What follows belongs to an exercise in optimizing a design on an open flow for small area and a short achievable clock period; a production flow would make more cautious choices. Where RTL was checked, it was by simulation tests only, not by an equivalence proof against the original. Power is estimated from default activity; no workload was simulated.

==> sierra <==
Design conv3x3_pe, start of the top module:
module conv3x3_pe #(
    parameter int SHIFT = 4,
    parameter int ACC_W = 21
) (
    input  logic         clk,
    input  logic         rst,
    input  logic [7:0]   p00,
    input  logic [7:0]   p01,
    input  logic [7:0]   p02,
    input  logic [7:0]   p10,
    input  logic [7:0]   p11,
    input  logic [7:0]   p12,
    input  logic [7:0]   p20,
    input  logic [7:0]   p21,
    input  logic [7:0]   p22,
    input  logic         window_valid,
    input  logic         w_load,
    input  logic [3:0]   w_idx,
    input  logic [7:0]   w_data,
    output logic [7:0]   out_pixel,
    output logic         out_valid,
    output logic [15:0]  out_count
);
export LEC_CHECK = 0
export ABC_CLOCK_PERIOD_IN_PS = 2000
export CAP_MARGIN = 20
export CORE_MARGIN = 2
export CORE_UTILIZATION = 40
export CTS_BUF_LIST = sky130_fd_sc_hd__clkbuf_8
export CTS_CLUSTER_SIZE = 30
export SLEW_MARGIN = 20
export SYNTH_HIERARCHICAL = 1
export SYNTH_MINIMUM_KEEP_SIZE = 0
create_clock -name core_clock -period 5.5 [get_ports {clk}]
run.sh (not shown) runs the stock make flow with config.mk's settings and CLKGATE_MAP_FILE= SYNTH_SCRIPT=/design/flow/synth_recipe.tcl, a recipe that flattens the netlist after the stock synthesis.
==> cedar (differences from sierra) <==
CTS_BUF_LIST = not set   (was sky130_fd_sc_hd__clkbuf_8)
CTS_CLUSTER_SIZE = not set   (was 30)
==> impl_metrics.ini <==
[sta]
setup_slack_ps = 1270
skew_ps = 62.6
min_period_ps = 4230

[global_route]
grt_pass1_vias = 16700

[power]
switching_power_mw = 6.33
p_leak_nw = 8.17

[route]
detail_route.vias_per_cell = 5.46
wirelength_mm = 75.5

[final_layout]
drive_above_1_share_pct = 4.77
area_delta_synth_final_pct = 11.8

[critical_path]
crit_start = k_q[4][6]

[clocking]
cts_made_buffers = 49
clk-insertion-delay-late_ps = 670

[run_status]
status = complete, no violations
# the run above: sierra

==> impl_metrics.ini <==
[run_status]
status = complete, no violations

[route]
wirelength_mm = 75.5
detail_route.vias_per_cell = 5.48

[power]
p_leak_nw = 8.07
switching_power_mw = 6.31

[critical_path]
crit_start = px_q[0][4]

[global_route]
grt_pass1_vias = 16500

[clocking]
cts_made_buffers = 31

[sta]
skew_ps = 29.0
# the run above: cedar

No run of this note included a check of the RTL's function; only the layout flow was run.

==> inputs of run a <==
conv3x3_pe, a different RTL version from the one above (not shown whole).
==> flow/config.mk <==
export PLATFORM = sky130hd
export DESIGN_NAME = conv3x3_pe
export DESIGN_NICKNAME = conv3x3_pe
export VERILOG_FILES = /design/flow/design.v
export SDC_FILE = /design/flow/constraint.sdc
export NUM_CORES = 4
export LEC_CHECK = 0
export ABC_CLOCK_PERIOD_IN_PS = 2000
export CAP_MARGIN = 20
export CORE_MARGIN = 2
export CORE_UTILIZATION = 40
export CTS_CLUSTER_DIAMETER = 120
export CTS_CLUSTER_SIZE = 20
export SETUP_SLACK_MARGIN = 2.0
export SLEW_MARGIN = 20
export SYNTH_HIERARCHICAL = 1
export SYNTH_MINIMUM_KEEP_SIZE = 0
==> flow/constraint.sdc <==
create_clock -name core_clock -period 5.5 [get_ports {clk}]
set_input_delay 1.1000 -clock core_clock [delete_from_list [all_inputs] [get_ports {clk}]]
set_output_delay 1.1000 -clock core_clock [all_outputs]
set_load 0.01 [all_outputs]
standard.sh (not shown) runs the stock make flow with config.mk's settings and CLKGATE_MAP_FILE= SYNTH_SCRIPT=/design/flow/synth_recipe.tcl, a recipe that flattens the netlist after the stock synthesis.
==> flow/flow/run.sh <==
#!/bin/bash
# Own flow: the standard layout (standard.sh: the standard synthesis and
# ORFS steps, unchanged), except that the port buffers buffer_ports inserts
# during global placement are plain buf_1 cells instead of the default pick.
set -euo pipefail
export BUFFER_PORTS_ARGS="-buffer_cell sky130_fd_sc_hd__buf_1"
bash standard.sh > standard_flow.log 2>&1
==> inputs of run b, as changes to run a <==
--- a/flow/config.mk
+++ b/flow/config.mk
@@ -10,7 +10,5 @@
 export CORE_MARGIN = 2
 export CORE_UTILIZATION = 40
-export CTS_CLUSTER_DIAMETER = 120
-export CTS_CLUSTER_SIZE = 20
-export SETUP_SLACK_MARGIN = 2.0
+export SETUP_SLACK_MARGIN = 2.1
 export SLEW_MARGIN = 20
 export SYNTH_HIERARCHICAL = 1
==> notes.md <==
Run b finished with timing, DRC and antenna clean. Run a passed the timing, DRC and antenna checks.
Via count: run b is higher than run a (1.0%).
Against run b, the clock skew of run a is lower by 0.00084 ns.
Against run b, the routed wire length of run a is lower by about 3.3%.
Between run b and run a, the lower clock-buffer cell count is in run a (gap 33).
Against run a, the worst hold slack of run b is worse by 0.011 ns.
Between run a and run b, the lower worst setup slack is in run a (gap 0.027 ns).
Of run a and run b, run b has the higher design area (gap about 3.5%, measured against run b).
In run b the global-route usage is higher than in run a, by 1.0 points.
In run a the fmax is smaller than in run b, by about 0.7%.
In run a the first-iteration DRC count is larger than in run b, by about 17%.
==> figures <==
Outcome: run a finished clean; run b finished clean
Latest clock arrival within the worst-skew pair: run a 0.56 ns; run b 0.57 ns
R2R setup slack: run a 1.84 ns; run b 1.87 ns
Net count reported at finish: run a 2707; run b 2727
CLK BUF: run a 21; run b 54
Final critical path time including I/O delays and setup: run a 3.656 ns; run b 3.629 ns
IR Drop Worst-Case VDD: run a 224.9 uV; run b 216.5 uV
Final worst-path setup slack: run a 1.844 ns; run b 1.871 ns
Total power density per cell area: run a 229.2 mW/mm^2; run b 261.9 mW/mm^2
Global-route total usage across every layer: run a 23.94%; run b 24.98%
Power consumed by the clock network: run a 1.54 mW; run b 2.58 mW
End-of-flow core utilization: run a 43.22%; run b 44.79%
Clock-pin slew of the registers on the worst-case setup and hold paths: run a 0.10 ns; run b 0.06 ns
HPWL after detailed placement: run a 58.60 mm; run b 59.84 mm
Arrival time of the worst setup path: run a 4.05 ns; run b 4.03 ns
Count of buffers added by post-CTS timing repair for setup: run a 2; run b 3
Switching share of total power: run a 33.63%; run b 30.96%
Tightest hold margin: run a 0.4460 ns; run b 0.4348 ns
Sum of met2 wire segment lengths after detailed routing: run a 32.79 mm; run b 34.92 mm
Drt first-iter violations: run a 1352; run b 1152
Number of clock buffers inserted by TritonCTS: run a 20; run b 37
Final Instance Area: run a 0.02489 sq mm; run b 0.02579 sq mm

==> wip/willow: inputs <==
Another version of the RTL of conv3x3_pe (not shown whole).
export LEC_CHECK = 0
export ABC_CLOCK_PERIOD_IN_PS = 2000
export CAP_MARGIN = 20
export CORE_MARGIN = 2
export CORE_UTILIZATION = 55
export CTS_CLUSTER_DIAMETER = 120
export CTS_CLUSTER_SIZE = 20
export PLACE_DENSITY = 0.7
export SETUP_SLACK_MARGIN = 2.1
export SLEW_MARGIN = 20
export SYNTH_HIERARCHICAL = 1
export SYNTH_MINIMUM_KEEP_SIZE = 0
create_clock -name core_clock -period 5.5 [get_ports {clk}]
Scripts as last shown in full above: flow/flow/run.sh
==> inputs of wip/xenon, as changes to wip/willow <==
--- a/flow/design.v
+++ b/flow/design.v
@@ -595,42 +595,46 @@
     end
     assign acc_a = {1'b1, r2_q[88], t759, t756, t750, t744, t736, t726, t714, t713, t688, t687, t666, t665, t657, t649, t643, t639, r2_q[1], r2_q[0]};
     assign acc_b = {1'b0, t760, 1'b0, t757, t755, t749, t743, t735, t725, 1'b0, t699, 1'b0, t675, 1'b0, 1'b0, 1'b0, 1'b0, 1'b0, 1'b0, 1'b0};
     logic [19:0] na, nb;
     logic [11:0] lo;
     logic [6:0]  lo_q;
     logic        c11_q;
-    logic [8:0]  hx_q, hy_q, ht, hs;
+    logic [8:0]  ht_q;
+    logic [7:0]  hu_q, hw_q;
+    logic [8:0]  cy;
     logic        zz, mm, ok;
     assign na = acc_a;
     assign nb = acc_b;
     assign lo = {1'b0, na[10:0]} + {1'b0, nb[10:0]};
     always_ff @(posedge clk) begin
         if (rst) begin
             lo_q  <= '0;
             c11_q <= 1'b0;
-            hx_q  <= '0;
-            hy_q  <= '0;
+            ht_q  <= '0;
+            hu_q  <= '0;
+            hw_q  <= '0;
             cnt_q <= '0;
         end else if (v2_q) begin
             lo_q  <= lo[10:4];
             c11_q <= lo[11];
-            hx_q  <= na[19:11];
-            hy_q  <= nb[19:11];
+            ht_q  <= na[19:11] ^ nb[19:11];
+            hu_q  <= na[18:11] | nb[18:11];
+            hw_q  <= na[18:11] & nb[18:11];
             cnt_q <= cnt_q + 16'd1;
         end
     end
-    assign ht = hx_q ^ hy_q;
-    assign zz = &(ht ~^ {hx_q[7:0] | hy_q[7:0], c11_q});
-    assign mm = &(ht ^ {hx_q[7:0] & hy_q[7:0], c11_q});
+    assign zz = &(ht_q ~^ {hu_q, c11_q});
+    assign mm = &(ht_q ^ {hw_q, c11_q});
     assign ok = zz || mm;
-    logic [9:0] hsum;
-    assign hsum = {hx_q, 1'b1} + {hy_q, c11_q};
-    assign hs = hsum[9:1];
-    assign out_pixel = ok ? {hs[0], lo_q} : (hs[8] ? 8'h80 : 8'h7f);
+    always_comb begin
+        cy[0] = c11_q;
+        for (int i = 0; i < 8; i++) cy[i+1] = hw_q[i] | (ht_q[i] & cy[i]);
+    end
+    assign out_pixel = ok ? {ht_q[0] ^ c11_q, lo_q} : ((ht_q[8] ^ cy[8]) ? 8'h80 : 8'h7f);
     assign out_valid = v3_q;
     assign out_count = cnt_q;
 endmodule
 module csa_fa (
     input  logic a,
     input  logic b,
     input  logic c,
Settings changed: ABC_AREA from default to 1, ABC_CLOCK_PERIOD_IN_PS 2000 to default.
==> inputs of wip/raven, as changes to wip/willow <==
--- a/flow/design.v
+++ b/flow/design.v
@@ -595,42 +595,46 @@
     end
     assign acc_a = {1'b1, r2_q[88], t759, t756, t750, t744, t736, t726, t714, t713, t688, t687, t666, t665, t657, t649, t643, t639, r2_q[1], r2_q[0]};
     assign acc_b = {1'b0, t760, 1'b0, t757, t755, t749, t743, t735, t725, 1'b0, t699, 1'b0, t675, 1'b0, 1'b0, 1'b0, 1'b0, 1'b0, 1'b0, 1'b0};
     logic [19:0] na, nb;
     logic [11:0] lo;
     logic [6:0]  lo_q;
     logic        c11_q;
-    logic [8:0]  hx_q, hy_q, ht, hs;
+    logic [8:0]  ht_q;
+    logic [7:0]  hu_q, hw_q;
+    logic [8:0]  cy;
     logic        zz, mm, ok;
     assign na = acc_a;
     assign nb = acc_b;
     assign lo = {1'b0, na[10:0]} + {1'b0, nb[10:0]};
     always_ff @(posedge clk) begin
         if (rst) begin
             lo_q  <= '0;
             c11_q <= 1'b0;
-            hx_q  <= '0;
-            hy_q  <= '0;
+            ht_q  <= '0;
+            hu_q  <= '0;
+            hw_q  <= '0;
             cnt_q <= '0;
         end else if (v2_q) begin
             lo_q  <= lo[10:4];
             c11_q <= lo[11];
-            hx_q  <= na[19:11];
-            hy_q  <= nb[19:11];
+            ht_q  <= na[19:11] ^ nb[19:11];
+            hu_q  <= na[18:11] | nb[18:11];
+            hw_q  <= na[18:11] & nb[18:11];
             cnt_q <= cnt_q + 16'd1;
         end
     end
-    assign ht = hx_q ^ hy_q;
-    assign zz = &(ht ~^ {hx_q[7:0] | hy_q[7:0], c11_q});
-    assign mm = &(ht ^ {hx_q[7:0] & hy_q[7:0], c11_q});
+    assign zz = &(ht_q ~^ {hu_q, c11_q});
+    assign mm = &(ht_q ^ {hw_q, c11_q});
     assign ok = zz || mm;
-    logic [9:0] hsum;
-    assign hsum = {hx_q, 1'b1} + {hy_q, c11_q};
-    assign hs = hsum[9:1];
-    assign out_pixel = ok ? {hs[0], lo_q} : (hs[8] ? 8'h80 : 8'h7f);
+    always_comb begin
+        cy[0] = c11_q;
+        for (int i = 0; i < 8; i++) cy[i+1] = hw_q[i] | (ht_q[i] & cy[i]);
+    end
+    assign out_pixel = ok ? {ht_q[0] ^ c11_q, lo_q} : ((ht_q[8] ^ cy[8]) ? 8'h80 : 8'h7f);
     assign out_valid = v3_q;
     assign out_count = cnt_q;
 endmodule
 module csa_fa (
     input  logic a,
     input  logic b,
     input  logic c,
Settings changed: CORE_UTILIZATION 55 to 40, CTS_CLUSTER_DIAMETER 120 to default, CTS_CLUSTER_SIZE 20 to default, PLACE_DENSITY 0.7 to default, SETUP_SLACK_MARGIN 2.1 to 1.8.
==> notes.md <==
| quantity | wip/willow | wip/raven | wip/xenon |
|---|---|---|---|
| Run status | complete, no violations | complete, no violations | complete, no violations |
| Non-clock buffer area fraction after layout | 0.0244 | 0.0208 | 0.0199 |
| Cell type of the slowest stage on the worst timing path | sky130_fd_sc_hd__dfxtp_4 | sky130_fd_sc_hd__dfxtp_1 | sky130_fd_sc_hd__fa_1 |
| # nets final | 2,566 | 2,592 | 2,778 |
| Post-detailed-route via-to-cell ratio | 6.05 | 5.50 | 6.00 |
| Sum of routed wire length over all layers | 72,900 um | 77,900 um | 77,300 um |
| Worst voltage drop across the vdd grid | 0.211 mV | 0.267 mV | 0.231 mV |
| Count of cells along the worst register-to-register path | 6 | 7 | 7 |
| Clk sinks | 331 | 338 | 338 |
| Adder-Cell Fraction of Synth Area | 0.340 | 0.335 | 0.341 |
| Fraction of the core area covered by cells at the end of the flow | 0.588 | 0.444 | 0.591 |
| Mux contribution to synthesized area | 0.0274 | 0.0311 | 0 |
| Depth of the CTS H-tree | 1 | 2 | 1 |
| Cell Int Power | 3.63 mW | 4.89 mW | 3.90 mW |
| # Post-CTS Setup Buffers | 1 | 0 | 0 |
| Multi-input combinational area share | 0.644 | 0.610 | 0.614 |
| Total power after layout | 5.15 mW | 6.78 mW | 5.77 mW |
| Largest Pwr Group | sequential cells | clock | sequential cells |
| Post-route insts no fill | 2,614 | 2,901 | 2,828 |
The RTL of wip/willow was laid out without a check of its function.

static timing again, ports no longer ideal:
The results above use ideal ports. As a check the final layouts listed here were re-extracted and re-timed, cells and wires unchanged.
Step 1 assumes that a clkbuf_16 drives the clock port and a buf_2 every other input.
Step 2 adds t to the input delays and takes it off the output delays; t is the mean of the earliest and latest rising clock arrival at the registers after step 1. Input paths then give back, and output paths get back, about the clock's delay inside the block.
a / b / c = ideal ports / drivers / drivers and shift; a / b = the first two.
run | t, ns | setup WS [ns] | cell pins on the clock port's net
sierra | 0.698 | 1.275 / 1.275 / 1.275 | 1
cedar | 0.674 | 1.266 / 1.266 / 1.266 | 1
run a | 0.607 | 1.844 / 1.844 / 1.844 | 1
run b | 0.612 | 1.871 / 1.871 / 1.871 | 1
wip/willow | 0.607 | 1.961 / 1.902 / 2.163 | 1
wip/xenon | 0.617 | 2.143 / 2.143 / 2.143 | 1
wip/raven | 0.643 | 1.918 / 1.918 / 1.918 | 1
After both steps every run listed still meets setup and hold.
